From an optimization exercise on the open Yosys and OpenROAD flow, aimed at small area, a short achievable clock period and few clock cycles per item; shortcuts taken in it are not production practice. In this exercise RTL edits were held to simulation tests only and were not proved equivalent to the original. Power and IR drop assume default switching activity.

## flow/design.v (module list and top-level ports; edited modules follow where they fit)
// module gdiff_div: 79 lines
// module gdiff_mul: 535 lines
// module gdiff_ram: 28 lines
// module gdiff_add: 11 lines
// module grid_liquid_diffusion_step_unit: 531 lines
module grid_liquid_diffusion_step_unit #(
	parameter int MAX_WIDTH   = gdiff_pkg::MAX_WIDTH_DEF,
	parameter int AMOUNT_BITS = gdiff_pkg::AMOUNT_BITS_DEF,
	localparam int DATA_W     = ((AMOUNT_BITS + 7) / 8) * 8
) (
	input  logic                              clk,
	input  logic                              arst_n,
	input  logic                              s_axis_tvalid,
	output logic                              s_axis_tready,
	input  logic [DATA_W-1:0]                 s_axis_tdata,    
	output logic                              m_axis_tvalid,
	input  logic                              m_axis_tready,
	output logic [DATA_W-1:0]                 m_axis_tdata,    
	output logic                              m_axis_tlast,
	input  logic                              cfg_valid,
	output logic                              cfg_ready,
	input  logic [gdiff_pkg::CFG_INDEX_W-1:0] cfg_index,
	input  logic [gdiff_pkg::CFG_DATA_W-1:0]  cfg_data
);
  // ...
==> flow/run.sh <==
#!/bin/bash
# synth_recipe.tcl (not shown) runs the flow's synth.tcl, then flattens the netlist and writes it again
# the make line also repeats each setting of config.mk as NAME=value (left out here)
make -C /OpenROAD-flow-scripts/flow DESIGN_CONFIG=/design/flow/config.mk WORK_HOME=/design/flow/orfs CLKGATE_MAP_FILE= SYNTH_SCRIPT=/design/flow/synth_recipe.tcl finish
==> flow/config.mk <==
export PLATFORM = sky130hd
export DESIGN_NAME = grid_liquid_diffusion_step_unit
export DESIGN_NICKNAME = grid_liquid_diffusion_step_unit
export VERILOG_FILES = /design/flow/design.v
export SDC_FILE = /design/flow/constraint.sdc
export NUM_CORES = 4
export LEC_CHECK = 0
export CAP_MARGIN = 20
export CORE_MARGIN = 2
export CORE_UTILIZATION = 40
export CTS_CLUSTER_DIAMETER = 100
export CTS_CLUSTER_SIZE = 28
export SETUP_SLACK_MARGIN = 3.9
export SLEW_MARGIN = 20
==> flow/constraint.sdc <==
create_clock -name core_clock -period 7.0 [get_ports {clk}]
set_input_delay 1.4000 -clock core_clock [delete_from_list [all_inputs] [get_ports {clk}]]
set_output_delay 1.4000 -clock core_clock [all_outputs]
set_load 0.01 [all_outputs]
==> results.py, run 1 <==
metrics = {
    "status": {
        "status": "finished clean",
    },
    "synth": {
        "yosys_register_bits": 1649,
        "synth_area_leader_cell": "dfxtp_1",
        "synth_most_common_cell": "dfxtp_1",
        "synth_adder_area_share_pct": 8.76,
        "synth-compound-area-share_pct": 8.92,
    },
    "route": {
        "wl_per_cell_um": 16.5,
        "firstDrtPassIters": 5,
    },
    "floorplanning": {
        "start_util_pct": 40.4,
    },
    "cells_and_area": {
        "final_util_pct": 44.9,
        "area_delta_synth_final_pct": 11.3,
        "top_register": "u_zring.ring_q",
        "n_clock_buffer": 88,
    },
    "power_and_ir_drop": {
        "power.group.top": "combinational logic",
        "ir_drop_uv": 349,
    },
    "setup_path": {
        "crit_path_max_incr_delay_ps": 440,
        "path_cells": "buf_12 -> mux2i_4 -> or2_4 -> inv_1 -> ha_1 -> a21o_1 -> a21oi_2 -> o21ai_2 -> a21o_1 -> a31oi_4 -> o21ai_2 -> or4_4 -> a311oi_2 -> nor3b_2",
        "rrSetupSlack_ps": 3890,
        "crit_type": "reg2reg",
        "r2r_start": "v_r",
    },
    "global_routing": {
        "grt-ovfl-total": 0,
    },
    "cts": {
        "clock_latency_ps": 700,
        "post_cts_resized": 109,
    },
    "placement": {
        "place.detailed.hpwl_mm": 70.8,
    },
    "worst_hold_path": {
        "hold_path_class": "reg2reg",
    },
}
Testbench counts, summed over its fixed seeds: cycles 6,896, items 6,464.
==> run 2: changes to the inputs <==
--- a/flow/config.mk
+++ b/flow/config.mk
@@ -8,7 +8,8 @@
 export CAP_MARGIN = 20
 export CORE_MARGIN = 2
-export CORE_UTILIZATION = 40
+export CORE_UTILIZATION = 55
 export CTS_CLUSTER_DIAMETER = 100
 export CTS_CLUSTER_SIZE = 28
-export SETUP_SLACK_MARGIN = 3.9
+export PLACE_DENSITY = 0.7
+export SETUP_SLACK_MARGIN = 3.75
 export SLEW_MARGIN = 20
==> run 2 against run 1 <==
Global-route usage rose by 4.9 points. Synthesized cell count did not move. Maximum frequency fell by 1.5%. Die area fell by 27%. Core utilization rose by 15 points. Sequential power barely moved. Cell area fell by 2.8%. Sequential cell count did not move.
==> results.py, run 2 <==
metrics = {
    "timing": {
        "maxSlewHeadroom_pct": 33.5,
        "slew_viol_final": 0,
        "finalSetupViolations": 0,
        "hold_viol_final": 0,
        "post-route-period-util_pct": 45.2,
        "fmax_mhz": 316,
        "worst_pin_slew_ps": 997,
        "period_minus_slack_ps": 3160,
        "skew_ps": 31.5,
        "rsz0062_at_grt": "true",
        "fin_setup_tns_ps": 0,
        "setup_ws_ps": 3840,
    },
    "floorplanning": {
        "die_h_um": 320,
        "start_util_pct": 55.6,
        "io-pin-count": 59,
        "die_w_um": 320,
        "core-area_um2": 98600,
        "num_rows": 115,
        "design.die.area_um2": 102000,
    },
    "route": {
        "wl_met3_mm": 4.22,
        "firstDrtPassIters": 6,
        "drc": 0,
        "drt-total-wl_mm": 101,
        "viasPerCell": 5.25,
        "dr_wl_met2_mm": 48.4,
        "drt-met1-wl_mm": 45.8,
        "postRouteAntennaNets": 0,
        "wl_per_cell_um": 17.3,
        "drt_first_iter_violations": 2204,
        "top_layer": "met4",
        "vias": 30694,
    },
    "placement": {
        "dpl.cell_count": 5709,
        "routabilityCongestion": 0.862,
        "pre_cts_ws_ps": 2400,
        "port_buffers": 58,
        "place.detailed.hpwl_mm": 68.8,
    },
    "cts": {
        "clock_latency_ps": 670,
        "tritoncts": "done",
        "cts_root_buf": "clkbuf_16",
        "clock_sink_count": 1649,
        "htreeDepth": 3,
        "cts_inserted_buffers": 69,
        "cts.path.max_buffers": 3,
        "holdBufCountCts": 0,
        "cts.clk_slew.worst_paths_ps": 100,
    },
    "cells_and_area": {
        "top_regs": "u_zring.ring_q: 576 flops, u_sring.ring_q: 512 flops, buf_q: 102 flops",
        "stdcell_count": 5841,
        "area.sequential_um2": 34900,
        "nets": 4878,
        "fillers": 7792,
        "mostFrequentLayoutCell": "dfxtp_1",
        "largest_register_ffs": 576,
        "area_delta_synth_final_pct": 8.09,
        "drive_gt1_share_pct": 7.27,
        "top_register": "u_zring.ring_q",
        "final_cell_mix": "1,373 x dfxtp_1, 284 x nand2_1, 278 x inv_1",
        "final_util_pct": 60.1,
        "multi_input_area_um2": 18500,
    },
    "synth": {
        "yosys_warnings": 6,
        "synth_area_leader_cell": "dfxtp_1",
        "synth_edf_count": 119,
        "synth_most_common_cell": "dfxtp_1",
        "syn_area_per_cell_um2": 12.1,
        "synth_top_area_share_pct": 51.4,
        "async_reset_ff_share_pct": 7.52,
        "synthCells": 4518,
        "synth_common_cells": "1,406 x dfxtp_1, 286 x nand2_1, 279 x inv_1, 268 x xnor2_1, 248 x nor2_1",
        "synth_ff_type": "dfxtp_1",
        "synth_nets": 4872,
        "synthesis.area_um2": 54800,
        "synth.area.top_cells": "dfxtp_1 51%, edfxtp_1 6.5%, dfrtp_1 5.0%",
        "synth_cell_types": 80,
        "seq_area_frac_synth_pct": 63.6,
        "yosys_register_bits": 1649,
    },
    "worst_hold_path": {
        "hold_path_class": "reg2reg",
        "holdCritStartpoint": "u_sring.ring_q[15][3]",
        "hold_depth": 0,
        "min_to": "u_sring.ring_q[14][3]",
    },
    "power_and_ir_drop": {
        "p_leak_nw": 24.3,
        "pwr_density_cell_nw_per_um2": 520,
        "ir_drop_uv": 461,
    },
    "setup_path": {
        "crit_type": "in2reg",
        "cp-end-kind": "flip-flop",
        "reg2regPathDepth": 8,
        "start_kind": "primary input",
        "r2r_start": "at_q[12]",
        "worstPathRequired_ps": 7600,
        "rrSetupSlack_ps": 3850,
        "path_max_fanout": 6,
        "reg2reg_to": "mc0_q[12]",
        "cp-startpoint": "cfg_data[6]",
        "critPathArrivalTime_ps": 3760,
    },
    "status": {
        "status": "finished clean",
    },
    "global_routing": {
        "first_global_vias": 30116,
        "grtUsageTotal_pct": 19.7,
        "grt-ovfl-total": 0,
        "antenna_found_initial": 7,
        "grt_max_degree": 78,
        "grt_pass1_wl_mm": 161,
    },
    "job": {
        "drv_cap": 0,
    },
}
-- run 2: cell counts after synthesis --
Identical to the previous run, type by type.
-- run 2: how the worst max path moves through the flow --
| stage | endpoint | depth (start not counted) |
|---|---|---|
| finish | bot_q | 8 |
| global route | cnt_q[2] | 11 |
| CTS | base_r[17] | 14 |
| detailed placement | bot_q | 7 |
| global placement | bot_q | 7 |
| floorplan | mc0_q[13] | 10 |
-- run 2: metrics by stage --
step / area [um2] / power, mW / hold slack, ps
floorplan: 54800 / 22.7 / 310
global placement: 56500 / 25.6 / 310
detailed placement: 56500 / 26.1 / 312
CTS: 58800 / 30.9 / 315
global route: 59200 / 33.5 / 316
finish: 59200 / 30.8 / 313
-- run 2: logic make-up (layout without fill, tap and decap cells) --
family / count (synthesis) / count (layout) / share of synthesized area [%]
AOI/OAI and AO/OA: 755 / 755 / 8.92
xor gates and xnor gates: 331 / 331 / 5.29
adders and majority gates: 317 / 317 / 8.76
buffers and inverters: 463 / 497 / 3.19
DFF: 1649 / 1649 / 63.6
muxes: 107 / 107 / 2.50
other: 0 / 2 / 0
and+or+nand+nor: 896 / 896 / 7.70
-- run 2: worst max-delay path, cell delays in order --
cell and delay, ps:
clkdlybuf4s50_1 500, or4_1 630, nor4_2 250, nand2_1 210, nor4_2 210, a21oi_1 110
o31ai_1 300, a41o_1 150
-- run 2: where the power goes --
group | leakage (nW) | switching [mW] | internal, mW | total, mW
Clock | 0.943 | 2.74 | 1.88 | 4.62
Combinational | 9.25 | 7.22 | 5.94 | 13.2
Sequential | 14.1 | 1.38 | 11.6 | 13.0
Total | 24.3 | 11.3 | 19.4 | 30.8
-- run 2: area by class of cell --
class                   instances  area share, %
well taps                    1287           2.72
repair buffers                115           1.86
clock buffers                  89           3.06
diodes                          2        0.00846
clock inverters                10          0.235
inverters                     283           1.82
multi-input cells            2406           31.3
flip-flops and latches       1649           59.0
-- run 2: layer usage --
layer  up-vias  GRT usage, %
li1      15119             -
met1     14773          26.5
met2       656          33.6
met3       146          2.43
met4         0          5.43
met5         -             0
-- run 2: repair_timing --
| action | in CTS | in global routing |
|---|---|---|
| setup endpoints to repair | 148 | 93 |
| pin swaps | 5 | 12 |
| resized for setup | 70 | 64 |
| buffers inserted | 13 | 17 |
| hold endpoints to repair | 0 | 0 |
| gates cloned | 0 | 1 |
==> run 3: changes to the inputs <==
--- a/flow/config.mk
+++ b/flow/config.mk
@@ -8,8 +8,7 @@
 export CAP_MARGIN = 20
 export CORE_MARGIN = 2
-export CORE_UTILIZATION = 55
+export CORE_UTILIZATION = 50
 export CTS_CLUSTER_DIAMETER = 100
 export CTS_CLUSTER_SIZE = 28
-export PLACE_DENSITY = 0.7
 export SETUP_SLACK_MARGIN = 3.75
 export SLEW_MARGIN = 20
==> run 3 against run 2 <==
Global-route usage down 1.6 points. Combinational power about the same. Power increased by 0.52%. Worst hold slack worse by 2.0 ps. Cell count increased by 2.3%. Clock skew rose by 9.2 ps. First-iteration DRC count down 15%. Setup slack got worse by 40 ps. Sequential cell count unchanged. Sequential share of layout area down 0.41 points. Die area increased by 9.9%. Critical path type is now reg2reg. Largest power group unchanged.
==> results.py, run 3 <==
metrics = {
    "global_routing": {
        "global_route.usage.met2_pct": 29.6,
        "antenna_found_initial": 10,
        "busiest_layer": "met2",
        "grt-ovfl-total": 0,
        "use_met3_pct": 2.19,
        "grt_pass1_wl_mm": 161,
        "grt_max_degree": 83,
        "use_met1_pct": 25.0,
        "first_global_vias": 29621,
        "grtUsageTotal_pct": 18.1,
    },
    "cts": {
        "htreeDepth": 3,
        "clock_sink_count": 1649,
        "holdBufCountCts": 0,
        "cts_inserted_buffers": 72,
        "clock_latency_ps": 690,
        "cts.clk_slew.worst_paths_ps": 100,
        "cts_root_buf": "clkbuf_16",
        "cts.path.max_buffers": 3,
        "tritoncts": "done",
    },
    "setup_path": {
        "cp-end-kind": "flip-flop",
        "crit_buf_inv": 2,
        "start_kind": "flip-flop",
        "critPathArrivalTime_ps": 3760,
        "path_cells": "buf_12 -> mux2i_2 -> or2_4 -> inv_1 -> ha_1 -> a21o_1 -> a21oi_2 -> o21ai_2 -> a21o_1 -> a31oi_4 -> o21ai_4 -> or4_4 -> a311oi_2 -> nor3b_1",
        "crit_family": "compound AO/OA/AOI/OAI gates",
        "path_max_fanout": 17,
        "critPathSlowestCell": "dfrtp_2",
        "crit_path_max_incr_delay_ps": 440,
        "cp_common_cell": "a21o_1",
        "crit_type": "reg2reg",
        "worstPathRequired_ps": 7560,
    },
    "cells_and_area": {
        "area.sequential_um2": 34900,
        "drive_gt1_share_pct": 7.50,
        "largest_register_ffs": 576,
        "top_register": "u_zring.ring_q",
        "fillers": 9262,
        "mostFrequentLayoutCell": "dfxtp_1",
        "nets": 4881,
        "final_cell_area_um2": 59600,
        "top_regs": "u_zring.ring_q: 576 flops, u_sring.ring_q: 512 flops, buf_q: 102 flops",
        "area_delta_synth_final_pct": 8.82,
        "final_cell_mix": "1,373 x dfxtp_1, 283 x nand2_1, 278 x inv_1",
        "multi_input_area_um2": 18500,
    },
    "synth": {
        "syn_area_per_cell_um2": 12.1,
        "synth_top_area_share_pct": 51.4,
        "synthesis.area_um2": 54800,
        "synth_most_common_cell": "dfxtp_1",
        "seq_area_frac_synth_pct": 63.6,
        "synth_ff_type": "dfxtp_1",
        "synth_edf_count": 119,
        "synth_common_cells": "1,406 x dfxtp_1, 286 x nand2_1, 279 x inv_1, 268 x xnor2_1, 248 x nor2_1",
        "yosys_register_bits": 1649,
        "synth_nets": 4872,
        "synth_cell_types": 80,
        "yosys_warnings": 6,
        "synthCells": 4518,
        "async_reset_ff_share_pct": 7.52,
        "synth_area_leader_cell": "dfxtp_1",
        "synth.area.top_cells": "dfxtp_1 51%, edfxtp_1 6.5%, dfrtp_1 5.0%",
    },
    "power_and_ir_drop": {
        "ir_drop_uv": 421,
        "p_clk_share_pct": 15.8,
        "switching_share_pct": 36.8,
        "pwr-share-seq_pct": 41.6,
        "p_leak_nw": 24.4,
        "p_int_mw": 19.6,
        "power_frac_comb_pct": 42.6,
        "pwr_density_cell_nw_per_um2": 519,
        "p_sw_mw": 11.4,
        "finalPower_mw": 30.9,
    },
    "status": {
        "status": "finished clean",
    },
    "placement": {
        "post_dp_cell_area_um2": 56700,
        "pre_cts_ws_ps": 2400,
        "port_buffers": 58,
        "place.detailed.hpwl_mm": 69.1,
        "routabilityCongestion": 0.838,
    },
    "floorplanning": {
        "design.die.area_um2": 112000,
        "die_w_um": 335,
        "num_rows": 121,
        "io-pin-count": 59,
        "start_util_pct": 50.4,
        "die_h_um": 335,
        "core-area_um2": 109000,
    },
    "timing": {
        "post-route-period-util_pct": 45.7,
        "rsz0062_at_grt": "true",
        "finalSetupViolations": 0,
        "setup_ws_ps": 3800,
        "hold_viol_final": 0,
        "fin_setup_tns_ps": 0,
        "timing.hold.ws_ps": 311,
        "fmax_mhz": 312,
        "maxSlewHeadroom_pct": 32.2,
        "skew_ps": 40.7,
        "period_minus_slack_ps": 3200,
        "worst_pin_slew_ps": 1020,
        "slew_viol_final": 0,
    },
    "route": {
        "drt_first_iter_violations": 1870,
        "postRouteAntennaNets": 0,
        "wl_per_cell_um": 16.9,
        "vias": 30326,
        "drt-total-wl_mm": 101,
        "drc": 0,
        "viasPerCell": 5.07,
        "firstDrtPassIters": 5,
    },
    "worst_hold_path": {
        "hold_path_class": "reg2reg",
    },
    "job": {
        "drv_cap": 0,
    },
}
## run 3: cell counts after synthesis
No cell type changed its count.
## run 3: timing repair
item | in CTS | in global routing
setup buffers | 13 | 16
resized for setup | 67 | 57
gates cloned | 1 | 1
hold endpoints to repair | 0 | 0
pin swaps | 4 | 12
endpoints found under the setup margin | 114 | 121
## run 3: layer usage
metal / part of all wire, % / up-vias
li1: - / 15139
met2: 46 / 521
met3: 4.0 / 151
met5: 0 / -
met1: 47 / 14515
met4: 2.7 / 0
## run 3: path summary, 6_finish.rpt
kind	start	endpoint	slack (ps)	cells past startpoint
min in group asynchronous	arst_n	hl_q[11]	770	1
max reg2reg	v_r	base_r[17]	3800	14
min	u_zring.ring_q[7][6]	u_zring.ring_q[6][6]	310	0
min reg2reg	u_zring.ring_q[7][6]	u_zring.ring_q[6][6]	310	0
max	v_r	base_r[17]	3800	14
max in group asynchronous	arst_n	f_r	4980	2
## run 3: final cells by class
| type | count | share of cell area [%] |
|---|---|---|
| Antenna cell | 1 | 0.00420 |
| Clock buffer | 90 | 3.15 |
| Clock inverter | 19 | 0.548 |
| Inverter | 283 | 1.80 |
| Multi-Input combinational cell | 2406 | 31.1 |
| Sequential cell | 1649 | 58.6 |
| Tap cell | 1414 | 2.97 |
| Timing Repair Buffer | 115 | 1.82 |
## run 3: power by group through the flow
| stage | sequential, mW | clock [mW] | combinational (mW) |
|---|---|---|---|
| detailed placement | 13.1 | 0 | 13.0 |
| global route | 13.1 | 5.43 | 15.4 |
| floorplan | 12.3 | 0 | 10.4 |
| finish | 12.9 | 4.88 | 13.2 |
| global placement | 13.1 | 0 | 12.7 |
| CTS | 12.9 | 5.09 | 13.2 |
## run 3: kinds of logic (layout without fill, tap and decap cells)
family | count (synthesis) | after routing | synth area share [%]
xor+xnor | 331 | 331 | 5.29
fa+ha+maj | 317 | 317 | 8.76
simple gates | 896 | 896 | 7.70
flops | 1649 | 1649 | 63.6
other cells | 0 | 1 | 0
compound gates | 755 | 755 | 8.92
mux | 107 | 107 | 2.50
buf+inv | 463 | 507 | 3.19
## run 3: per-stage QoR
stage               instances  util [%]
finish                   5977      54.8
global placement         5833      52.1
floorplan                4518         -
CTS                      5959      54.5
global route             5976      54.8
detailed placement       5836      52.2
==> run 4: changes to the inputs <==
--- a/flow/config.mk
+++ b/flow/config.mk
@@ -8,5 +8,5 @@
 export CAP_MARGIN = 20
 export CORE_MARGIN = 2
-export CORE_UTILIZATION = 50
+export CORE_UTILIZATION = 40
 export CTS_CLUSTER_DIAMETER = 100
 export CTS_CLUSTER_SIZE = 28
==> run 4 against run 3 <==
Setup slack improved by 23 ps. Largest cell class unchanged. Clock-buffer cell count increased by 2. Worst hold slack improved by 13 ps. Still clean. Critical path type is now in2reg. Highest routed layer unchanged. Sequential power about the same. Via count increased by 0.26%. Combinational power about the same. Die area increased by 25%. Clock power decreased by 4%. Maximum frequency increased by 0.74%. Critical endpoint is now resv_q[3]. Core utilization decreased by 11 points. First-iteration DRC count decreased by 8.8%.
==> results.py, run 4 <==
metrics = {
    "cts": {
        "tritoncts": "done",
        "cts.path.max_buffers": 3,
        "htreeDepth": 3,
        "holdBufCountCts": 0,
        "clock_sink_count": 1649,
        "cts.clk_slew.worst_paths_ps": 100,
        "cts_inserted_buffers": 70,
        "clock_latency_ps": 690,
        "cts_root_buf": "clkbuf_16",
    },
    "synth": {
        "synth_top_area_share_pct": 51.4,
        "synth_most_common_cell": "dfxtp_1",
        "synth_area_leader_cell": "dfxtp_1",
        "seq_area_frac_synth_pct": 63.6,
        "synthCells": 4518,
        "synth_ff_type": "dfxtp_1",
        "synth.area.top_cells": "dfxtp_1 51%, edfxtp_1 6.5%, dfrtp_1 5.0%",
        "async_reset_ff_share_pct": 7.52,
        "synthesis.area_um2": 54800,
        "yosys_register_bits": 1649,
        "synth_cell_types": 80,
        "synth_edf_count": 119,
        "synth_common_cells": "1,406 x dfxtp_1, 286 x nand2_1, 279 x inv_1, 268 x xnor2_1, 248 x nor2_1",
        "syn_area_per_cell_um2": 12.1,
        "yosys_warnings": 6,
        "synth_nets": 4872,
    },
    "route": {
        "vias": 30406,
        "viasPerCell": 4.80,
        "drt_first_iter_violations": 1706,
        "drt-total-wl_mm": 102,
        "wl_per_cell_um": 16.1,
        "postRouteAntennaNets": 0,
        "firstDrtPassIters": 5,
        "drc": 0,
    },
    "cells_and_area": {
        "top_regs": "u_zring.ring_q: 576 flops, u_sring.ring_q: 512 flops, buf_q: 102 flops",
        "final_cell_mix": "1,373 x dfxtp_1, 283 x nand2_1, 277 x inv_1",
        "antennaDiodeCount": 0,
        "mostFrequentLayoutCell": "dfxtp_1",
        "nets": 4870,
        "largest_register_ffs": 576,
        "drive_gt1_share_pct": 7.28,
        "area_delta_synth_final_pct": 9.20,
        "top_register": "u_zring.ring_q",
    },
    "timing": {
        "hold_viol_final": 0,
        "post-route-period-util_pct": 45.4,
        "rsz0062_at_grt": "true",
        "finalSetupViolations": 0,
        "fin_setup_tns_ps": 0,
        "slew_viol_final": 0,
        "worst_pin_slew_ps": 1040,
        "period_minus_slack_ps": 3180,
        "skew_ps": 40.2,
        "maxSlewHeadroom_pct": 30.5,
        "fmax_mhz": 315,
        "setup_ws_ps": 3820,
    },
    "floorplanning": {
        "die_h_um": 374,
        "die_w_um": 374,
        "io-pin-count": 59,
        "design.die.area_um2": 140000,
        "start_util_pct": 40.4,
        "num_rows": 135,
        "core-area_um2": 136000,
    },
    "power_and_ir_drop": {
        "pwr_density_cell_nw_per_um2": 514,
        "ir_drop_uv": 397,
        "p_leak_nw": 24.2,
    },
    "global_routing": {
        "grt_pass1_wl_mm": 161,
        "grt-ovfl-total": 0,
        "grtUsageTotal_pct": 14.3,
        "grt_max_degree": 94,
        "first_global_vias": 29791,
        "antenna_found_initial": 7,
    },
    "setup_path": {
        "rrSetupSlack_ps": 3860,
        "worstPathRequired_ps": 7580,
        "path_cells": "clkdlybuf4s50_1 -> nand2_1 -> clkinv_1 -> a21o_1 -> inv_1 -> ha_1 -> a21o_1 -> a21oi_1 -> nor2_1 -> a21oi_1 -> xnor2_1",
        "cp-end-kind": "flip-flop",
        "reg2regPathDepth": 8,
        "crit_path_max_incr_delay_ps": 400,
        "path_max_fanout": 10,
        "reg2reg_to": "mc0_q[14]",
        "critPathArrivalTime_ps": 3760,
        "r2r_start": "u_recip.two[2]",
        "critPathSlowestCell": "clkdlybuf4s50_1",
        "crit_type": "in2reg",
        "start_kind": "primary input",
    },
    "job": {
        "drv_cap": 0,
    },
    "status": {
        "status": "finished clean",
    },
    "worst_hold_path": {
        "hold_depth": 0,
        "min_to": "u_sring.ring_q[6][7]",
        "holdCritStartpoint": "u_sring.ring_q[7][7]",
        "hold_path_class": "reg2reg",
    },
    "placement": {
        "pre_cts_ws_ps": 2370,
        "port_buffers": 58,
        "routabilityCongestion": 0.847,
        "place.detailed.hpwl_mm": 70.7,
    },
}
run 4: metrics by stage:
step	area (um2)	std cells	power, mW	util, %	hold slack (ps)
2_1_floorplan	54800	4518	22.7	-	310
3_3_place_gp	57100	6199	25.8	42.1	310
3_5_place_dp	57200	6201	26.1	42.1	312
4_1_cts	59500	6314	31.0	43.9	319
5_1_grt	59800	6328	33.6	44.1	325
6_report	59800	6328	30.7	44.1	324
run 4: layer usage:
metal	GRT usage (%)	wire length (um)	up-vias
li1	-	-	15134
met1	19.4	47800	14534
met2	23.7	46800	555
met3	1.94	4040	183
met4	4.62	3150	0
met5	0	0	-
run 4: worst max-delay path: cells and delay by family:
kind,cells,cell delay [ps]
buf+inv,3,880
compound gates,4,860
simple gates,2,270
fa+ha+maj,1,230
xor+xnor,1,130
run 4: where the power goes:
part           total [mW]  switching (mW)  leakage (nW)  internal (mW)
clock network        4.70            2.76         0.980           1.93
registers            13.0            1.35          14.1           11.6
logic                13.1            7.18          9.18           5.88
total                30.7            11.3          24.2           19.4
run 4: what timing repair did:
item / 4_1_cts / 5_1_grt
pin swaps: 5 / 16
gates cloned: 0 / 1
resized for setup: 78 / 64
endpoints found under the setup margin: 125 / 100
setup buffers: 10 / 13
run 4: worst max path at each step:
stage | cells past startpoint | start | slack [ps] | endpoint
after CTS | 13 | v_r | 3740 | base_r[17]
after detailed placement | 7 | cfg_valid | 2370 | bot_q
after global placement | 7 | cfg_valid | 2480 | bot_q
after floorplan | 10 | at_q[11] | 3750 | mc0_q[13]
final | 11 | s_axis_tvalid | 3820 | resv_q[3]
after global routing | 11 | den_q[0] | 3680 | u_recip.rem_q[0]
run 4: logic make-up (layout without fill, tap and decap cells):
kind of cell	Yosys count	in the layout	synth area share (%)
mux	107	107	2.50
fa+ha+maj	317	317	8.76
compound gates	755	756	8.92
buf+inv	463	491	3.19
xor+xnor	331	331	5.29
flops	1649	1649	63.6
simple gates	896	896	7.70
run 4: area by class of cell:
cell class	instances	area [um2]
Sequential cell	1649	34900
Fill cell	12358	75800
Inverter	283	1070
Clock buffer	92	1860
Clock inverter	11	161
Timing Repair Buffer	105	972
Multi-Input combinational cell	2407	18600
Tap cell	1781	2230
==> run 5: changes to the inputs <==
--- a/flow/config.mk
+++ b/flow/config.mk
@@ -9,6 +9,6 @@
 export CORE_MARGIN = 2
 export CORE_UTILIZATION = 40
-export CTS_CLUSTER_DIAMETER = 100
-export CTS_CLUSTER_SIZE = 28
+export CTS_CLUSTER_DIAMETER = 90
+export CTS_CLUSTER_SIZE = 30
 export SETUP_SLACK_MARGIN = 3.75
 export SLEW_MARGIN = 20
==> run 5 against run 4 <==
Sequential cell count unchanged. Routed wire length about the same. Still clean on timing, DRC and antenna. Synthesized area unchanged. Clock power up 3%. Critical path type is now reg2reg. Via count down 0.33%. Critical endpoint is now base_r[17].
==> results.py, run 5 <==
metrics = {
    "setup_path": {
        "crit_type": "reg2reg",
        "path_max_fanout": 6,
        "reg2regPathDepth": 13,
        "cp-end-kind": "flip-flop",
        "worstPathRequired_ps": 7570,
        "start_kind": "flip-flop",
        "critPathArrivalTime_ps": 3760,
    },
    "power_and_ir_drop": {
        "pwr_density_cell_nw_per_um2": 515,
        "finalPower_mw": 30.9,
        "ir_drop_uv": 362,
        "p_leak_nw": 24.3,
    },
    "global_routing": {
        "grt_pass1_wl_mm": 162,
        "antenna_found_initial": 7,
        "grt-ovfl-total": 0,
        "grtUsageTotal_pct": 14.4,
        "first_global_vias": 29842,
        "grt_max_degree": 94,
    },
    "timing": {
        "finalSetupViolations": 0,
        "skew_ps": 34.9,
        "rsz0062_at_grt": "true",
        "hold_viol_final": 0,
        "period_minus_slack_ps": 3190,
        "worst_pin_slew_ps": 1050,
        "post-route-period-util_pct": 45.5,
        "fmax_mhz": 314,
        "maxSlewHeadroom_pct": 30.3,
        "fin_setup_tns_ps": 0,
        "slew_viol_final": 0,
    },
    "cts": {
        "cts.path.max_buffers": 3,
        "cts.clk_slew.worst_paths_ps": 100,
        "cts_inserted_buffers": 70,
        "clock_sink_count": 1649,
        "cts_root_buf": "clkbuf_16",
        "htreeDepth": 3,
        "tritoncts": "done",
        "clock_latency_ps": 680,
    },
    "floorplanning": {
        "die_h_um": 374,
        "die_w_um": 374,
        "num_rows": 135,
        "io-pin-count": 59,
        "core-area_um2": 136000,
        "design.die.area_um2": 140000,
        "start_util_pct": 40.4,
    },
    "synth": {
        "synth_common_cells": "1,406 x dfxtp_1, 286 x nand2_1, 279 x inv_1, 268 x xnor2_1, 248 x nor2_1",
        "yosys_register_bits": 1649,
        "synth_edf_count": 119,
        "synth_ff_type": "dfxtp_1",
        "async_reset_ff_share_pct": 7.52,
        "syn_area_per_cell_um2": 12.1,
        "seq_area_frac_synth_pct": 63.6,
        "synth.area.top_cells": "dfxtp_1 51%, edfxtp_1 6.5%, dfrtp_1 5.0%",
        "synth_top_area_share_pct": 51.4,
        "synth_nets": 4872,
        "synth_cell_types": 80,
        "synth_area_leader_cell": "dfxtp_1",
        "synthCells": 4518,
        "yosys_warnings": 6,
        "synth_most_common_cell": "dfxtp_1",
        "synthesis.area_um2": 54800,
    },
    "route": {
        "vias": 30305,
        "viasPerCell": 4.78,
        "postRouteAntennaNets": 0,
        "wl_per_cell_um": 16.0,
        "drt_first_iter_violations": 1706,
        "drt-total-wl_mm": 102,
        "drc": 0,
        "firstDrtPassIters": 5,
    },
    "cells_and_area": {
        "nets": 4871,
        "final_cell_mix": "1,373 x dfxtp_1, 282 x nand2_1, 277 x inv_1",
        "final_util_pct": 44.2,
        "drive_gt1_share_pct": 7.49,
        "mostFrequentLayoutCell": "dfxtp_1",
        "largest_register_ffs": 576,
        "area_delta_synth_final_pct": 9.51,
        "top_register": "u_zring.ring_q",
        "top_regs": "u_zring.ring_q: 576 flops, u_sring.ring_q: 512 flops, buf_q: 102 flops",
    },
    "placement": {
        "routabilityCongestion": 0.847,
        "port_buffers": 58,
        "place.detailed.hpwl_mm": 70.7,
    },
    "worst_hold_path": {
        "hold_depth": 0,
        "hold_path_class": "reg2reg",
    },
    "status": {
        "status": "finished clean",
    },
    "job": {
        "drv_cap": 0,
    },
}
==> run 5: cell counts after synthesis <==
Identical to the previous run, type by type.
==> run 5: per-stage QoR <==
stage	cell area, um2	hold slack (ps)	instances	setup WS [ps]
2_1_floorplan	54800	310	4518	3750
3_3_place_gp	57100	310	6199	2480
3_5_place_dp	57200	312	6201	2370
4_1_cts	59600	321	6318	3690
5_1_grt	60000	325	6333	3660
6_report	60000	322	6336	3810
==> run 5: critical path, cell delays in order (launching register included) <==
cell and delay, ps:
dfrtp_4 560, mux2i_1 160, or2_2 330, inv_1 70
ha_1 220, a21o_1 190, a21oi_2 150, o21ai_1 100
a21o_1 230, a31oi_4 190, o21ai_2 120, or4_4 450
a311oi_2 250, nor3b_1 80
==> run 5: final cells by class <==
cell class	count	area, um2
fillers	12376	75700
flip-flops and latches	1649	34900
clock buffers	88	1860
well taps	1781	2230
multi-input cells	2407	18600
inverters	283	1070
diodes	3	7.51
clock inverters	19	305
repair buffers	106	988
==> run 5: logic make-up after synthesis <==
family | after synthesis | synth area share [%]
flip-flops | 1649 | 63.6
AND/OR/NAND/NOR | 896 | 7.70
AO/OA/AOI/OAI | 755 | 8.92
buffers and inverters | 463 | 3.19
XOR/XNOR | 331 | 5.29
adder cells (fa/ha/maj) | 317 | 8.76
multiplexers | 107 | 2.50
==> run 5: where the power goes <==
part / internal [mW] / total (mW) / leakage, nW / switching, mW
Clock: 1.99 / 4.85 / 1.04 / 2.86
Sequential: 11.6 / 13.0 / 14.1 / 1.33
Combinational: 5.88 / 13.1 / 9.19 / 7.20
Total: 19.5 / 30.9 / 24.3 / 11.4
==> run 5: timing repair <==
| action | in CTS | in global routing |
|---|---|---|
| resized for setup | 79 | 62 |
| endpoints found under the setup margin | 122 | 100 |
| pin swaps | 4 | 15 |
| hold buffers | 0 | 0 |
| gates cloned | 0 | 1 |
| endpoints found under the hold margin | 0 | 0 |
| buffers inserted | 10 | 14 |
==> run 5: worst paths after layout <==
check | start | to | slack, ps
worst max register to register | v_r | base_r[17] | 3810
worst min-delay path | u_sring.ring_q[27][12] | u_sring.ring_q[26][12] | 320
min in group asynchronous | arst_n | hl_q[12] | 810
worst min register to register | u_sring.ring_q[27][12] | u_sring.ring_q[26][12] | 320
max in group asynchronous | arst_n | rd_q[0] | 5050
worst max-delay path | v_r | base_r[17] | 3810
==> run 5: metal layers <==
metal | GRT usage [%] | routed length [um] | up-vias
met4 | 4.20 | 2650 | 0
met3 | 1.82 | 3360 | 151
met1 | 19.6 | 48600 | 14520
li1 | - | - | 15147
met2 | 23.8 | 47100 | 487
met5 | 0 | 0 | -
==> module grid_liquid_diffusion_step_unit, before the edit <==
module grid_liquid_diffusion_step_unit #(
	parameter int MAX_WIDTH   = gdiff_pkg::MAX_WIDTH_DEF,
	parameter int AMOUNT_BITS = gdiff_pkg::AMOUNT_BITS_DEF,
	localparam int DATA_W     = ((AMOUNT_BITS + 7) / 8) * 8
) (
	input  logic                              clk,
	input  logic                              arst_n,
	input  logic                              s_axis_tvalid,
	output logic                              s_axis_tready,
	input  logic [DATA_W-1:0]                 s_axis_tdata,    
	output logic                              m_axis_tvalid,
	input  logic                              m_axis_tready,
	output logic [DATA_W-1:0]                 m_axis_tdata,    
	output logic                              m_axis_tlast,
	input  logic                              cfg_valid,
	output logic                              cfg_ready,
	input  logic [gdiff_pkg::CFG_INDEX_W-1:0] cfg_index,
	input  logic [gdiff_pkg::CFG_DATA_W-1:0]  cfg_data
);
	localparam int AB = AMOUNT_BITS;
	localparam int CW = $clog2(MAX_WIDTH);
	localparam int HB = gdiff_pkg::GRID_H_BITS;
	localparam int D  = gdiff_pkg::OUT_SLOTS;
	localparam int NB = D - 1;
	localparam int PB = (NB > 1) ? $clog2(NB) : 1;
	localparam int RW = $clog2(D + 2);
	localparam int ZW = gdiff_pkg::ZW;
	localparam int SW = ZW + 2;
	logic [CW-1:0] wl_q, wl_n;
	logic [HB-1:0] hl_q, hl_n;
	logic [AB-1:0] den_q, den_n;
	logic [CW-1:0] col_q, col_n;
	logic [HB-1:0] row_q, row_n;
	logic          top_q, top_n;
	logic          sec_q, sec_n;
	logic          bot_q, bot_n;
	logic [CW-1:0] pa_q, pa_n;
	logic          fpend_q, fpend_n;
	logic [CW-1:0] fcol_q, fcol_n;
	logic          cfg_wait_n;
	logic [RW-1:0] resv_q, resv_n;
	logic          tready_q, tready_n;
	logic          cready_q, cready_n;
	logic          lt_d0, lt_d1, lt_d2;
	logic          fiss;
	logic          start_free;
	logic          acc;
	logic          cfg_take;
	logic          rate_take;
	logic          produce;
	logic          pop;
	logic [CW-1:0] tok_col;
	logic          rc_hold;
	logic [8:0]    b_one, b_two, b_neg;
	logic [4:0]    l_sh;
	assign lt_d0      = (resv_q < RW'(D));
	assign lt_d1      = (resv_q < RW'(D - 1));
	assign lt_d2      = (resv_q < RW'(D - 2));
	assign fiss       = fpend_q && (pa_q == fcol_q) && lt_d0;
	assign start_free = top_q && (col_q == '0) && !fpend_q;
	assign acc        = s_axis_tvalid && tready_q;
	assign cfg_take   = cfg_valid && cready_q;
	assign rate_take  = cfg_take && (cfg_index == 2'd2);
	assign produce    = fiss || (acc && !top_q);
	assign tok_col    = start_free ? '0 : pa_q;
	assign s_axis_tready = tready_q;
	assign cfg_ready     = cready_q;
	logic [RW-1:0] resv_inc, resv_dec;
	assign resv_inc = resv_q + RW'(1);
	assign resv_dec = resv_q - RW'(1);
	logic          fpend_nf;
	logic [CW-1:0] fcol_nf;
	assign fpend_nf = fpend_q && !(fiss && (fcol_q == wl_q));
	assign fcol_nf  = fiss ? fcol_q + CW'(1) : fcol_q;
	logic [CW-1:0] col_a;
	logic [HB-1:0] row_a;
	logic          top_a, sec_a, bot_a, fend_a;
	logic [CW-1:0] pa_a;
	logic [CW-1:0] pa_1;
	always_comb begin
		col_a  = col_q + CW'(1);
		row_a  = row_q;
		top_a  = top_q;
		sec_a  = sec_q;
		bot_a  = bot_q;
		fend_a = 1'b0;
		if (col_q == wl_q) begin
			col_a = '0;
			if (bot_q) begin
				row_a  = '0;
				top_a  = 1'b1;
				sec_a  = 1'b0;
				bot_a  = (hl_q == '0);
				fend_a = 1'b1;
			end else begin
				row_a = row_q + HB'(1);
				top_a = 1'b0;
				sec_a = top_q;
				bot_a = ((row_q + HB'(1)) == hl_q);
			end
		end
		pa_1 = pa_q + CW'(1);
		pa_a = start_free ? CW'(1) : pa_1;
	end
	always_comb begin
		wl_n       = wl_q;
		hl_n       = hl_q;
		den_n      = den_q;
		col_n      = col_q;
		row_n      = row_q;
		top_n      = top_q;
		sec_n      = sec_q;
		bot_n      = bot_q;
		fpend_n    = fpend_nf;
		fcol_n     = fcol_nf;
		resv_n     = produce ? (pop ? resv_q : resv_inc) : (pop ? resv_dec : resv_q);
		pa_n       = pa_1;
		if (acc) begin
			col_n = col_a;
			row_n = row_a;
			top_n = top_a;
			sec_n = sec_a;
			bot_n = bot_a;
			pa_n  = pa_a;
			if (fend_a) begin
				fpend_n = 1'b1;
				fcol_n  = '0;
			end
		end
		if (cfg_take && (cfg_index != 2'd3)) begin
			col_n = '0;
			row_n = '0;
			top_n = 1'b1;
			sec_n = 1'b0;
			bot_n = (hl_q == '0);
			case (cfg_index)
				2'd0: begin
					if (cfg_data[5:0] == 6'd0) begin
						wl_n = '0;
					end else if (cfg_data[5:0] > 6'(MAX_WIDTH)) begin
						wl_n = CW'(MAX_WIDTH - 1);
					end else begin
						wl_n = CW'(cfg_data[5:0] - 6'd1);
					end
				end
				2'd1: begin
					hl_n  = (cfg_data == '0) ? '0 : cfg_data - HB'(1);
					bot_n = (cfg_data[HB-1:1] == '0);
				end
				default: begin
					den_n = (cfg_data == '0) ? AB'(1) : cfg_data;
				end
			endcase
		end
	end
	logic col0, wrap, pc_n, cf_lt, cf_le, cf_lt1, pf_n, pa_last;
	logic cflt_n, pf_nn, cflt_a, pf_a;
	logic slot_n0, slot_a0;
	logic t_n0, t_n1, t_a0, t_a1;
	logic slot_n, slot_a;
	logic t_sel;
	always_comb begin
		col0    = (col_q == '0);
		wrap    = (col_q == wl_q);
		pc_n    = (pa_1 == col_q);
		cf_lt   = (col_q < fcol_q);
		cf_le   = (col_q <= fcol_q);
		cf_lt1  = ({1'b0, col_q} + 6'd1 < {1'b0, fcol_q});
		pf_n    = (pa_1 == fcol_q);
		pa_last = (pa_q == CW'(MAX_WIDTH - 1));
		cflt_n  = fiss ? cf_le : cf_lt;
		pf_nn   = fiss || pf_n;
		cflt_a  = fiss ? cf_lt : cf_lt1;
		pf_a    = fiss || pf_n;
		t_n0    = (top_q && col0 && !fpend_nf)
			|| (pc_n && (top_q ? (!fpend_nf || cflt_n) : 1'b0));
		t_n1    = (top_q && col0 && !fpend_nf)
			|| (pc_n && (top_q ? (!fpend_nf || cflt_n || pf_nn) : 1'b1));
		t_a0    = wrap ? 1'b0 : (top_q ? (!fpend_nf || cflt_a) : 1'b0);
		t_a1    = wrap ? (pa_last && !start_free)
			: (top_q ? (!fpend_nf || cflt_a || pf_a) : 1'b1);
		slot_n0 = fiss ? lt_d1 : lt_d0;
		slot_a0 = top_q ? slot_n0 : (fiss ? lt_d2 : lt_d1);
		slot_n  = pop || slot_n0;
		slot_a  = top_q ? slot_n : (pop ? slot_n0 : slot_a0);
		if (cfg_take) begin
			t_sel = (cfg_index == 2'd3) ? (slot_n ? t_n1 : t_n0) : 1'b1;
		end else if (acc) begin
			t_sel = slot_a ? t_a1 : t_a0;
		end else begin
			t_sel = slot_n ? t_n1 : t_n0;
		end
		cfg_wait_n = cfg_valid && !cready_q;
		tready_n = t_sel && !cfg_wait_n && !rate_take && !rc_hold;
		cready_n = cfg_wait_n && !(acc ? (fend_a || fpend_nf) : fpend_nf);
	end
	always_ff @(posedge clk or negedge arst_n) begin
		if (!arst_n) begin
			wl_q     <= CW'(MAX_WIDTH - 1);
			hl_q     <= HB'(31);
			den_q    <= AB'(8);
			col_q    <= '0;
			row_q    <= '0;
			top_q    <= 1'b1;
			sec_q    <= 1'b0;
			bot_q    <= 1'b0;
			pa_q     <= '0;
			fpend_q  <= 1'b0;
			fcol_q   <= '0;
			resv_q   <= '0;
			tready_q <= 1'b0;
			cready_q <= 1'b0;
		end else begin
			wl_q     <= wl_n;
			hl_q     <= hl_n;
			den_q    <= den_n;
			col_q    <= col_n;
			row_q    <= row_n;
			top_q    <= top_n;
			sec_q    <= sec_n;
			bot_q    <= bot_n;
			pa_q     <= pa_n;
			fpend_q  <= fpend_n;
			fcol_q   <= fcol_n;
			resv_q   <= resv_n;
			tready_q <= tready_n;
			cready_q <= cready_n;
		end
	end
	gdiff_div u_recip (
		.clk    (clk),
		.arst_n (arst_n),
		.start  (rate_take),
		.den    (den_q),
		.hold   (rc_hold),
		.one    (b_one),
		.two    (b_two),
		.neg    (b_neg),
		.shift  (l_sh)
	);
	logic          vt_q, ft_q;
	logic [AB-1:0] at_q;
	logic          lmt_q, rmt_q, topt_q;
	logic [2:0]    kt_q;
	logic          lm_t, rm_t, uptop_t;
	assign lm_t    = (tok_col == '0);
	assign rm_t    = (tok_col == wl_q);
	assign uptop_t = fiss ? (hl_q == '0) : sec_q;
	always_ff @(posedge clk or negedge arst_n) begin
		if (!arst_n) begin
			vt_q <= 1'b0;
			ft_q <= 1'b0;
		end else begin
			vt_q <= acc;
			ft_q <= fiss;
		end
	end
	always_ff @(posedge clk) begin
		at_q   <= s_axis_tdata[AB-1:0];
		lmt_q  <= lm_t;
		rmt_q  <= rm_t;
		topt_q <= top_q;
		kt_q   <= 3'(!fiss) + 3'(!uptop_t) + 3'(!lm_t) + 3'(!rm_t);
	end
	logic          v0_q, f0_q;
	logic [AB-1:0] a0_q;
	logic [34:0]   ms0_q, mc0_q;
	logic          lm0_q, rm0_q, top0_q;
	logic [2:0]    k0_q;
	logic [34:0]   ms, mc;
	gdiff_mul u_mul (
		.a   (at_q),
		.one (b_one),
		.two (b_two),
		.neg (b_neg),
		.s   (ms),
		.c   (mc)
	);
	always_ff @(posedge clk or negedge arst_n) begin
		if (!arst_n) begin
			v0_q <= 1'b0;
			f0_q <= 1'b0;
		end else begin
			v0_q <= vt_q;
			f0_q <= ft_q;
		end
	end
	always_ff @(posedge clk) begin
		a0_q   <= at_q;
		ms0_q  <= ms;
		mc0_q  <= mc;
		lm0_q  <= lmt_q;
		rm0_q  <= rmt_q;
		top0_q <= topt_q;
		k0_q   <= kt_q;
	end
	logic          v1_q, f1_q;
	logic [16:0]   t1_q;
	logic [AB:0]   au1_q;
	logic [ZW:0]   zr1_q;
	logic [ZW-1:0] ks1_q;
	logic          lm1_q, rm1_q, top1_q;
	logic [AB-1:0] s_tap0_unused, s_tap1_unused, s_tap2, s_tap3;
	logic [ZW-1:0] z_tap0_unused, z_tap1_unused, z_tap2, z_tap3_unused;
	logic [34:0]   prod;
	logic [AB:0]   au;
	logic [AB-1:0] up_m0, right_m0;
	logic [ZW:0]   zr;
	logic [ZW-1:0] s3x;
	logic [ZW-1:0] ks;
	gdiff_add #(
		.W (35)
	) u_add_prod (
		.a    (ms0_q),
		.b    (mc0_q),
		.cin  (1'b0),
		.sum  (prod),
		.cout ()
	);
	assign up_m0    = top0_q ? '0 : s_tap2;
	assign right_m0 = rm0_q ? '0 : s_tap3;
	gdiff_add #(
		.W (AB + 1)
	) u_add_au (
		.a    ({1'b0, a0_q}),
		.b    ({1'b0, up_m0}),
		.cin  (1'b0),
		.sum  (au),
		.cout ()
	);
	gdiff_add #(
		.W (ZW + 1)
	) u_add_zr (
		.a    ({1'b0, z_tap2}),
		.b    ({3'b000, right_m0}),
		.cin  (1'b0),
		.sum  (zr),
		.cout ()
	);
	gdiff_add #(
		.W (ZW)
	) u_add_s3 (
		.a    ({2'b00, s_tap2}),
		.b    ({1'b0, s_tap2, 1'b0}),
		.cin  (1'b0),
		.sum  (s3x),
		.cout ()
	);
	always_comb begin
		case (k0_q)
			3'd0:    ks = '0;
			3'd1:    ks = {2'b00, s_tap2};
			3'd2:    ks = {1'b0, s_tap2, 1'b0};
			3'd3:    ks = s3x;
			default: ks = {s_tap2, 2'b00};
		endcase
	end
	always_ff @(posedge clk or negedge arst_n) begin
		if (!arst_n) begin
			v1_q <= 1'b0;
			f1_q <= 1'b0;
		end else begin
			v1_q <= v0_q;
			f1_q <= f0_q;
		end
	end
	always_ff @(posedge clk) begin
		t1_q   <= prod[32:16];
		au1_q  <= au;
		zr1_q  <= zr;
		ks1_q  <= ks;
		lm1_q  <= lm0_q;
		rm1_q  <= rm0_q;
		top1_q <= top0_q;
	end
	logic          v_r, f_r;
	logic [AB-1:0] s_r;
	logic [ZW-1:0] base_r;
	logic [SW-1:0] pre_r;
	logic          rm_r, top_r;
	logic [AB-1:0] prev_s_q;
	logic [AB-1:0] left_m;
	logic [ZW-1:0] base;
	logic [SW-1:0] pre;
	assign left_m = lm1_q ? '0 : (v_r ? s_r : prev_s_q);
	gdiff_add #(
		.W (ZW)
	) u_add_base (
		.a    ({1'b0, au1_q}),
		.b    ({2'b00, left_m}),
		.cin  (1'b0),
		.sum  (base),
		.cout ()
	);
	gdiff_add #(
		.W (SW)
	) u_add_pre (
		.a    ({1'b0, zr1_q}),
		.b    (~{2'b00, ks1_q}),
		.cin  (1'b1),
		.sum  (pre),
		.cout ()
	);
	always_ff @(posedge clk or negedge arst_n) begin
		if (!arst_n) begin
			v_r <= 1'b0;
			f_r <= 1'b0;
		end else begin
			v_r <= v1_q;
			f_r <= f1_q;
		end
	end
	always_ff @(posedge clk) begin
		s_r    <= AB'(t1_q >> l_sh);
		base_r <= base;
		pre_r  <= pre;
		rm_r   <= rm1_q;
		top_r  <= top1_q;
		if (v_r) begin
			prev_s_q <= s_r;
		end
	end
	logic [AB-1:0] down_m;
	logic [SW-1:0] sum;
	logic          o_v_q, o_l_q;
	logic [SW-1:0] o_sum_q;
	gdiff_ram #(
		.WIDTH (ZW),
		.DEPTH (MAX_WIDTH),
		.LAG   (0)
	) u_zring (
		.clk   (clk),
		.we    (v_r),
		.wdata (base_r),
		.tap0  (z_tap0_unused),
		.tap1  (z_tap1_unused),
		.tap2  (z_tap2),
		.tap3  (z_tap3_unused)
	);
	gdiff_ram #(
		.WIDTH (AB),
		.DEPTH (MAX_WIDTH),
		.LAG   (0)
	) u_sring (
		.clk   (clk),
		.we    (v_r),
		.wdata (s_r),
		.tap0  (s_tap0_unused),
		.tap1  (s_tap1_unused),
		.tap2  (s_tap2),
		.tap3  (s_tap3)
	);
	assign down_m = f_r ? '0 : s_r;
	gdiff_add #(
		.W (SW)
	) u_add_sum (
		.a    (pre_r),
		.b    ({4'b0000, down_m}),
		.cin  (1'b0),
		.sum  (sum),
		.cout ()
	);
	always_ff @(posedge clk or negedge arst_n) begin
		if (!arst_n) begin
			o_v_q <= 1'b0;
		end else begin
			o_v_q <= f_r || (v_r && !top_r);
		end
	end
	always_ff @(posedge clk) begin
		o_sum_q <= sum;
		o_l_q   <= f_r && rm_r;
	end
	logic [AB-1:0] res;
	logic          m_valid_q;
	logic [AB-1:0] m_data_q;
	logic          m_last_q;
	logic [AB:0]   buf_q [NB];
	logic [PB-1:0] rd_q, wr_q;
	logic [RW-1:0] cnt_q;
	logic          load_out;
	logic          to_buf;
	logic          from_buf;
	always_comb begin
		if (o_sum_q[SW-1]) begin
			res = '0;
		end else if (|o_sum_q[SW-2:AB]) begin
			res = '1;
		end else begin
			res = o_sum_q[AB-1:0];
		end
	end
	assign pop      = m_valid_q && m_axis_tready;
	assign load_out = !m_valid_q || pop;
	assign from_buf = load_out && (cnt_q != '0);
	assign to_buf   = o_v_q && !(load_out && (cnt_q == '0));
	always_ff @(posedge clk or negedge arst_n) begin
		if (!arst_n) begin
			m_valid_q <= 1'b0;
			rd_q      <= '0;
			wr_q      <= '0;
			cnt_q     <= '0;
		end else begin
			if (load_out) begin
				m_valid_q <= (cnt_q != '0) || o_v_q;
			end
			if (from_buf) begin
				rd_q <= (rd_q == PB'(NB - 1)) ? '0 : rd_q + PB'(1);
			end
			if (to_buf) begin
				wr_q <= (wr_q == PB'(NB - 1)) ? '0 : wr_q + PB'(1);
			end
			cnt_q <= cnt_q + RW'(to_buf) - RW'(from_buf);
		end
	end
	always_ff @(posedge clk) begin
		if (load_out) begin
			if (cnt_q != '0) begin
				{m_last_q, m_data_q} <= buf_q[rd_q];
			end else begin
				{m_last_q, m_data_q} <= {o_l_q, res};
			end
		end
		if (to_buf) begin
			buf_q[wr_q] <= {o_l_q, res};
		end
	end
	assign m_axis_tvalid = m_valid_q;
	assign m_axis_tdata  = DATA_W'(m_data_q);
	assign m_axis_tlast  = m_last_q;
endmodule
==> run 6: changes to the inputs <==
--- a/flow/design.v
+++ b/flow/design.v
@@ -857,5 +857,5 @@
 		cfg_wait_n = cfg_valid && !cready_q;
 		tready_n = t_sel && !cfg_wait_n && !rate_take && !rc_hold;
-		cready_n = cfg_wait_n && !(acc ? (fend_a || fpend_nf) : fpend_nf);
+		cready_n = cfg_wait_n && !acc && !fpend_nf;
 	end
 	always_ff @(posedge clk or negedge arst_n) begin
@@ -1186,5 +1186,5 @@
 			end
 		end
-		if (to_buf) begin
+		if (o_v_q) begin
 			buf_q[wr_q] <= {o_l_q, res};
 		end
--- a/flow/config.mk
+++ b/flow/config.mk
@@ -9,6 +9,6 @@
 export CORE_MARGIN = 2
 export CORE_UTILIZATION = 40
-export CTS_CLUSTER_DIAMETER = 90
-export CTS_CLUSTER_SIZE = 30
-export SETUP_SLACK_MARGIN = 3.75
+export CTS_CLUSTER_DIAMETER = 100
+export CTS_CLUSTER_SIZE = 28
+export SETUP_SLACK_MARGIN = 3.9
 export SLEW_MARGIN = 20
==> run 6 against run 5 <==
Still clean. Combinational power up 8%. Setup slack worse by 19 ps. Register-to-register slack worse by 20 ps. Sequential power up 4%. Maximum frequency down 0.61%. Power up 5.1%. Via count up 2.3%. Sequential cell count unchanged. Largest cell class unchanged.
==> results.py, run 6 <==
metrics = {
    "setup_path": {
        "crit_path_max_incr_delay_ps": 530,
        "worstPathRequired_ps": 7580,
        "path_max_fanout": 6,
        "cp-end-kind": "flip-flop",
        "critPathArrivalTime_ps": 3790,
        "start_kind": "flip-flop",
        "crit_type": "reg2reg",
        "path_cells": "buf_12 -> o21ai_4 -> nor2b_2 -> ha_4 -> a2111oi_4 -> inv_1 -> a21o_1 -> a31oi_4 -> o21ai_2 -> or4_4 -> a311oi_2 -> nor3b_1",
        "critPathSlowestCell": "dfrtp_4",
    },
    "synth": {
        "synth_common_cells": "1,406 x dfxtp_1, 289 x nand2_1, 283 x inv_1, 256 x xnor2_1, 253 x nor2_1",
        "async_reset_ff_share_pct": 7.52,
        "synth_nets": 4891,
        "synth_cell_types": 79,
        "synth_top_area_share_pct": 51.4,
        "seq_area_frac_synth_pct": 63.6,
        "synth_ff_type": "dfxtp_1",
        "yosys_warnings": 6,
        "synth_edf_count": 119,
        "synth_most_common_cell": "dfxtp_1",
        "synthCells": 4537,
        "syn_area_per_cell_um2": 12.1,
        "synth.area.top_cells": "dfxtp_1 51%, edfxtp_1 6.5%, dfrtp_1 5.0%",
        "synth_area_leader_cell": "dfxtp_1",
        "synthesis.area_um2": 54800,
        "yosys_register_bits": 1649,
    },
    "cts": {
        "clock_sink_count": 1649,
        "cts.clk_slew.worst_paths_ps": 100,
        "cts.path.max_buffers": 3,
        "htreeDepth": 3,
        "cts_root_buf": "clkbuf_16",
        "tritoncts": "done",
        "holdBufCountCts": 0,
        "clock_latency_ps": 700,
        "cts_inserted_buffers": 71,
    },
    "timing": {
        "fmax_mhz": 312,
        "finalSetupViolations": 0,
        "slew_viol_final": 0,
        "post-route-period-util_pct": 45.8,
        "fin_setup_tns_ps": 0,
        "skew_ps": 34.6,
        "maxSlewHeadroom_pct": 29.6,
        "timing.hold.ws_ps": 313,
        "worst_pin_slew_ps": 1060,
        "setup_ws_ps": 3790,
        "rsz0062_at_grt": "true",
        "hold_viol_final": 0,
        "period_minus_slack_ps": 3210,
    },
    "cells_and_area": {
        "mostFrequentLayoutCell": "dfxtp_1",
        "final_cell_mix": "1,371 x dfxtp_1, 283 x nand2_1, 280 x inv_1",
        "largest_register_ffs": 576,
        "final_util_pct": 44.8,
        "drive_gt1_share_pct": 9.39,
        "area_delta_synth_final_pct": 10.8,
        "top_regs": "u_zring.ring_q: 576 flops, u_sring.ring_q: 512 flops, buf_q: 102 flops",
        "top_register": "u_zring.ring_q",
        "nets": 4957,
    },
    "route": {
        "vias": 31011,
        "drt_first_iter_violations": 2082,
        "drc": 0,
        "wl_per_cell_um": 16.6,
        "drt-total-wl_mm": 106,
        "viasPerCell": 4.83,
        "postRouteAntennaNets": 0,
        "firstDrtPassIters": 5,
    },
    "worst_hold_path": {
        "hold_path_class": "reg2reg",
    },
    "global_routing": {
        "grt_pass1_wl_mm": 167,
        "grt_max_degree": 79,
        "grt-ovfl-total": 0,
        "grtUsageTotal_pct": 15.0,
        "antenna_found_initial": 19,
        "first_global_vias": 30492,
    },
    "floorplanning": {
        "die_h_um": 374,
        "die_w_um": 374,
        "num_rows": 135,
        "io-pin-count": 59,
        "core-area_um2": 136000,
        "design.die.area_um2": 140000,
        "start_util_pct": 40.4,
    },
    "placement": {
        "routabilityCongestion": 0.861,
        "pre_cts_ws_ps": 2980,
        "place.detailed.hpwl_mm": 71.9,
        "port_buffers": 58,
    },
    "job": {
        "drv_cap": 0,
    },
    "power_and_ir_drop": {
        "pwr_density_cell_nw_per_um2": 535,
        "p_leak_nw": 24.8,
        "ir_drop_uv": 426,
    },
    "status": {
        "status": "finished clean",
    },
}
-- run 6: cell types whose count changed after synthesis, sizes merged, moves of 5 or more --
cell,previous run,this run
nor2,248,253
nand3,59,51
and2,9,14
o211ai,25,14
a21oi,125,131
nor3,62,67
and3,36,41
xnor2,268,256
a21o,34,28
-- run 6: worst paths after layout --
kind,startpoint,to,slack (ps),cells past startpoint
setup / recovery,v_r,base_r[17],3790,12
hold / removal,u_sring.ring_q[7][7],u_sring.ring_q[6][7],310,0
setup reg to reg,v_r,base_r[17],3790,12
hold reg to reg,u_sring.ring_q[7][7],u_sring.ring_q[6][7],310,0
max in group asynchronous,arst_n,f_r,4970,2
min in group asynchronous,arst_n,hl_q[10],760,1
-- run 6: timing repair --
| action | CTS | global route |
|---|---|---|
| resized for setup | 106 | 124 |
| pin swaps | 21 | 34 |
| cloned | 1 | 0 |
| buffers inserted | 53 | 32 |
| endpoints found under the setup margin | 112 | 83 |
-- run 6: cells by family after synthesis --
group,synth area share (%)
fa+ha+maj,8.79
simple gates,7.88
compound gates,8.98
mux,2.41
xor+xnor,5.15
flops,63.6
buf+inv,3.19
-- run 6: power breakdown --
| part | switching [mW] | internal (mW) | total [mW] |
|---|---|---|---|
| clock network | 2.83 | 1.96 | 4.79 |
| logic | 7.80 | 6.42 | 14.2 |
| registers | 1.51 | 12.0 | 13.5 |
| total | 12.1 | 20.3 | 32.5 |
-- run 6: metrics by stage --
stage                     power, mW  cell area, um2  cells
after detailed placement       27.3           57200   6224
after global routing           35.4           60700   6415
after CTS                      32.5           60000   6382
final                          32.5           60700   6416
after floorplan                23.5           54900   4537
after global placement         26.8           57200   6224
-- run 6: worst max-delay path: cells and delay by family (launching register included) --
family	cells	cell delay, ps
AO/OA/AOI/OAI	6	1300
flip-flops	1	530
AND/OR/NAND/NOR	3	770
adder cells (fa/ha/maj)	1	240
buffers and inverters	2	250
-- run 6: layout make-up --
cell class,count,area [um2]
fillers,12391,74900
flip-flops and latches,1649,35000
multi-input cells,2424,18800
well taps,1781,2230
clock buffers,90,1870
repair buffers,171,1590
inverters,286,1090
clock inverters,14,201
diodes,1,2.50
-- run 6: metal layers --
layer	routed length, um	share of wire [%]	vias to the layer above	global-route usage [%]
met4	2690	2.5	4	4.09
met2	49400	46	620	25.0
met3	4450	4.2	152	2.30
met1	49700	47	14889	20.3
met5	15	0.014	-	0
li1	-	-	15346	-
Testbench counts of run 6, summed over its fixed seeds: cycles 6,896, items 6,464.
==> run 7: changes to the inputs <==
--- a/flow/config.mk
+++ b/flow/config.mk
@@ -11,4 +11,4 @@
 export CTS_CLUSTER_DIAMETER = 100
 export CTS_CLUSTER_SIZE = 28
-export SETUP_SLACK_MARGIN = 3.9
+export SETUP_SLACK_MARGIN = 3.8
 export SLEW_MARGIN = 20
==> run 7 against run 6 <==
Cell count fell by 0.53%. Sequential power hardly changed. Setup slack better by 8.7 ps. Still clean. Maximum frequency grew 0.27%. Register-to-register slack about the same. Sequential cell count unchanged. Core utilization fell by 0.38 points. Largest cell class unchanged.
==> results.py, run 7 <==
metrics = {
    "cells_and_area": {
        "mostFrequentLayoutCell": "dfxtp_1",
        "drive_gt1_share_pct": 7.86,
        "area_delta_synth_final_pct": 9.90,
        "nets": 4916,
        "largest_register_ffs": 576,
        "final_util_pct": 44.4,
        "fillers": 12480,
        "top_register": "u_zring.ring_q",
        "top_regs": "u_zring.ring_q: 576 flops, u_sring.ring_q: 512 flops, buf_q: 102 flops",
        "stdcell_count": 6382,
        "final_cell_mix": "1,367 x dfxtp_1, 285 x nand2_1, 281 x inv_1",
    },
    "worst_hold_path": {
        "holdCritStartpoint": "u_zring.ring_q[21][14]",
        "hold_path_class": "reg2reg",
    },
    "floorplanning": {
        "start_util_pct": 40.4,
        "design.die.area_um2": 140000,
        "core-area_um2": 136000,
        "die_h_um": 374,
        "num_rows": 135,
        "die_w_um": 374,
        "io-pin-count": 59,
    },
    "setup_path": {
        "path_max_fanout": 7,
        "critPathSlowestCell": "dfrtp_4",
        "start_kind": "flip-flop",
        "r2r_start": "v_r",
        "crit_path_max_incr_delay_ps": 550,
        "path_cells": "buf_6 -> buf_12 -> nand2_4 -> o21ai_2 -> nor2b_1 -> ha_2 -> a2111oi_4 -> inv_1 -> a21o_1 -> a31oi_4 -> o21ai_4 -> or4_4 -> a311oi_2 -> nor3b_1",
        "cp-end-kind": "flip-flop",
        "critPathArrivalTime_ps": 3760,
        "crit_type": "reg2reg",
        "cp-startpoint": "v_r",
        "worstPathRequired_ps": 7560,
    },
    "global_routing": {
        "grt-ovfl-total": 0,
        "antenna_found_initial": 12,
        "grtUsageTotal_pct": 14.8,
        "first_global_vias": 30033,
        "grt_pass1_wl_mm": 165,
        "grt_max_degree": 75,
    },
    "synth": {
        "synth_area_leader_cell": "dfxtp_1",
        "syn_area_per_cell_um2": 12.1,
        "yosys_register_bits": 1649,
        "async_reset_ff_share_pct": 7.52,
        "yosys_warnings": 6,
        "synth_most_common_cell": "dfxtp_1",
        "synth.area.top_cells": "dfxtp_1 51%, edfxtp_1 6.5%, dfrtp_1 5.0%",
        "synthesis.area_um2": 54800,
        "synth_edf_count": 119,
        "synth_nets": 4891,
        "synth_ff_type": "dfxtp_1",
        "seq_area_frac_synth_pct": 63.6,
        "synth_common_cells": "1,406 x dfxtp_1, 289 x nand2_1, 283 x inv_1, 256 x xnor2_1, 253 x nor2_1",
        "synth_cell_types": 79,
        "synthCells": 4537,
        "synth_top_area_share_pct": 51.4,
    },
    "cts": {
        "cts_root_buf": "clkbuf_16",
        "cts.clk_slew.worst_paths_ps": 100,
        "tritoncts": "done",
        "clock_latency_ps": 690,
        "cts_inserted_buffers": 71,
        "clock_sink_count": 1649,
        "htreeDepth": 3,
        "cts.path.max_buffers": 3,
    },
    "route": {
        "firstDrtPassIters": 5,
        "postRouteAntennaNets": 0,
        "vias": 30742,
        "drt_first_iter_violations": 2079,
        "drt-total-wl_mm": 105,
        "wl_per_cell_um": 16.5,
        "drc": 0,
        "viasPerCell": 4.82,
    },
    "power_and_ir_drop": {
        "pwr_density_cell_nw_per_um2": 537,
        "finalPower_mw": 32.4,
        "ir_drop_uv": 419,
        "p_leak_nw": 24.5,
    },
    "timing": {
        "post-route-period-util_pct": 45.7,
        "slew_viol_final": 0,
        "fin_setup_tns_ps": 0,
        "maxSlewHeadroom_pct": 31.5,
        "worst_pin_slew_ps": 1030,
        "fmax_mhz": 313,
        "period_minus_slack_ps": 3200,
        "hold_viol_final": 0,
        "rsz0062_at_grt": "true",
        "skew_ps": 30.7,
        "finalSetupViolations": 0,
        "timing.hold.ws_ps": 318,
    },
    "status": {
        "status": "finished clean",
    },
    "job": {
        "drv_cap": 0,
    },
    "placement": {
        "routabilityCongestion": 0.862,
        "place.detailed.hpwl_mm": 72.1,
        "dpl.cell_count": 6223,
        "port_buffers": 58,
    },
}
run 7: kinds of logic (layout without fill, tap and decap cells):
family          count (synthesis)  count (layout)  share of synthesized area, %
compound gates                761             761                          8.98
mux                           102             102                          2.41
xor+xnor                      322             322                          5.15
simple gates                  920             920                          7.88
fa+ha+maj                     319             319                          8.79
flops                        1649            1649                          63.6
buf+inv                       464             521                          3.19
other cells                     0               7                             0
run 7: per-stage QoR:
stage | cell area, um2 | setup WS (ps)
6_report | 60200 | 3800
5_1_grt | 60200 | 3690
4_1_cts | 59600 | 3770
3_5_place_dp | 57200 | 3020
3_3_place_gp | 57200 | 3050
2_1_floorplan | 54800 | 3810
run 7: worst max-delay path, delay by kind of cell, from the launching register on:
kind	cells	cell delay (ps)
flip-flops	1	550
adder cells (fa/ha/maj)	1	210
AO/OA/AOI/OAI	6	1170
AND/OR/NAND/NOR	4	770
buffers and inverters	3	390
run 7: what timing repair did:
item                                    4_1_cts  5_1_grt
resized for setup                            85       74
cloned                                        0        1
hold endpoints to repair                      0        0
hold buffers                                  0        0
setup buffers                                 7       37
pin swaps                                     5       20
endpoints found under the setup margin       90       81
run 7: final cells by class:
class                   count  area, um2  area share (%)
repair buffers            130       1210            2.02
clock buffers              91       1890            3.14
well taps                1781       2230            3.70
diodes                      7       17.5          0.0291
clock inverters            14        262           0.434
flip-flops and latches   1649      35000            58.1
multi-input cells        2424      18500            30.8
inverters                 286       1080            1.80
run 7: final timing paths:
check,endpoint,slack (ps),depth (start not counted)
max reg2reg,base_r[17],3800,14
max in group asynchronous,den_q[1],4810,2
min in group asynchronous,rd_q[1],650,1
min,u_zring.ring_q[20][14],320,0
max,base_r[17],3800,14
min reg2reg,u_zring.ring_q[20][14],320,0
run 7: report_power, final:
group	leakage [nW]	switching [mW]	total, mW	internal (mW)
clock network	1.04	2.81	4.89	2.09
logic	9.39	7.78	14.0	6.24
registers	14.1	1.50	13.4	11.9
run 7: routing by layer:
metal / share of wire (%) / GRT usage [%]
met1: 47 / 20.1
met2: 46 / 24.3
met3: 4.4 / 2.24
met4: 2.6 / 4.57
met5: 0.023 / 0

-- port drivers added, routing unchanged --
The flow's constraints put no driver on any port. The routed layouts listed below were extracted and timed again, unchanged, in two steps. Step 1 assumes that a clkbuf_16 drives the clock port and a buf_2 every other input. Step 2 adds t to the input delays and takes it off the output delays; t is the mean of the earliest and latest rising clock arrival at the registers after step 1. Input paths then give back, and output paths get back, about the clock's delay inside the block. Slacks: ideal ports / drivers / drivers and shift; pairs: ideal ports / drivers.
run | t (ns) | slack for setup (ns) | pins driven straight from the clock port
run 1 | 0.756 | 3.887 / 3.887 / 3.309 | 1
run 2 | 0.720 | 3.839 / 3.813 / 3.164 | 1
run 3 | 0.736 | 3.799 / 3.799 / 3.192 | 1
run 4 | 0.738 | 3.822 / 3.853 / 3.132 | 1
run 5 | 0.738 | 3.812 / 3.812 / 3.145 | 1
run 6 | 0.755 | 3.792 / 3.792 / 3.338 | 1
run 7 | 0.740 | 3.801 / 3.801 / 3.249 | 1
After both steps setup and hold are still met in every run listed. The setup slack of run 4, which loses most, moves by +0.031 ns with the drivers and by -0.690 ns with both steps.
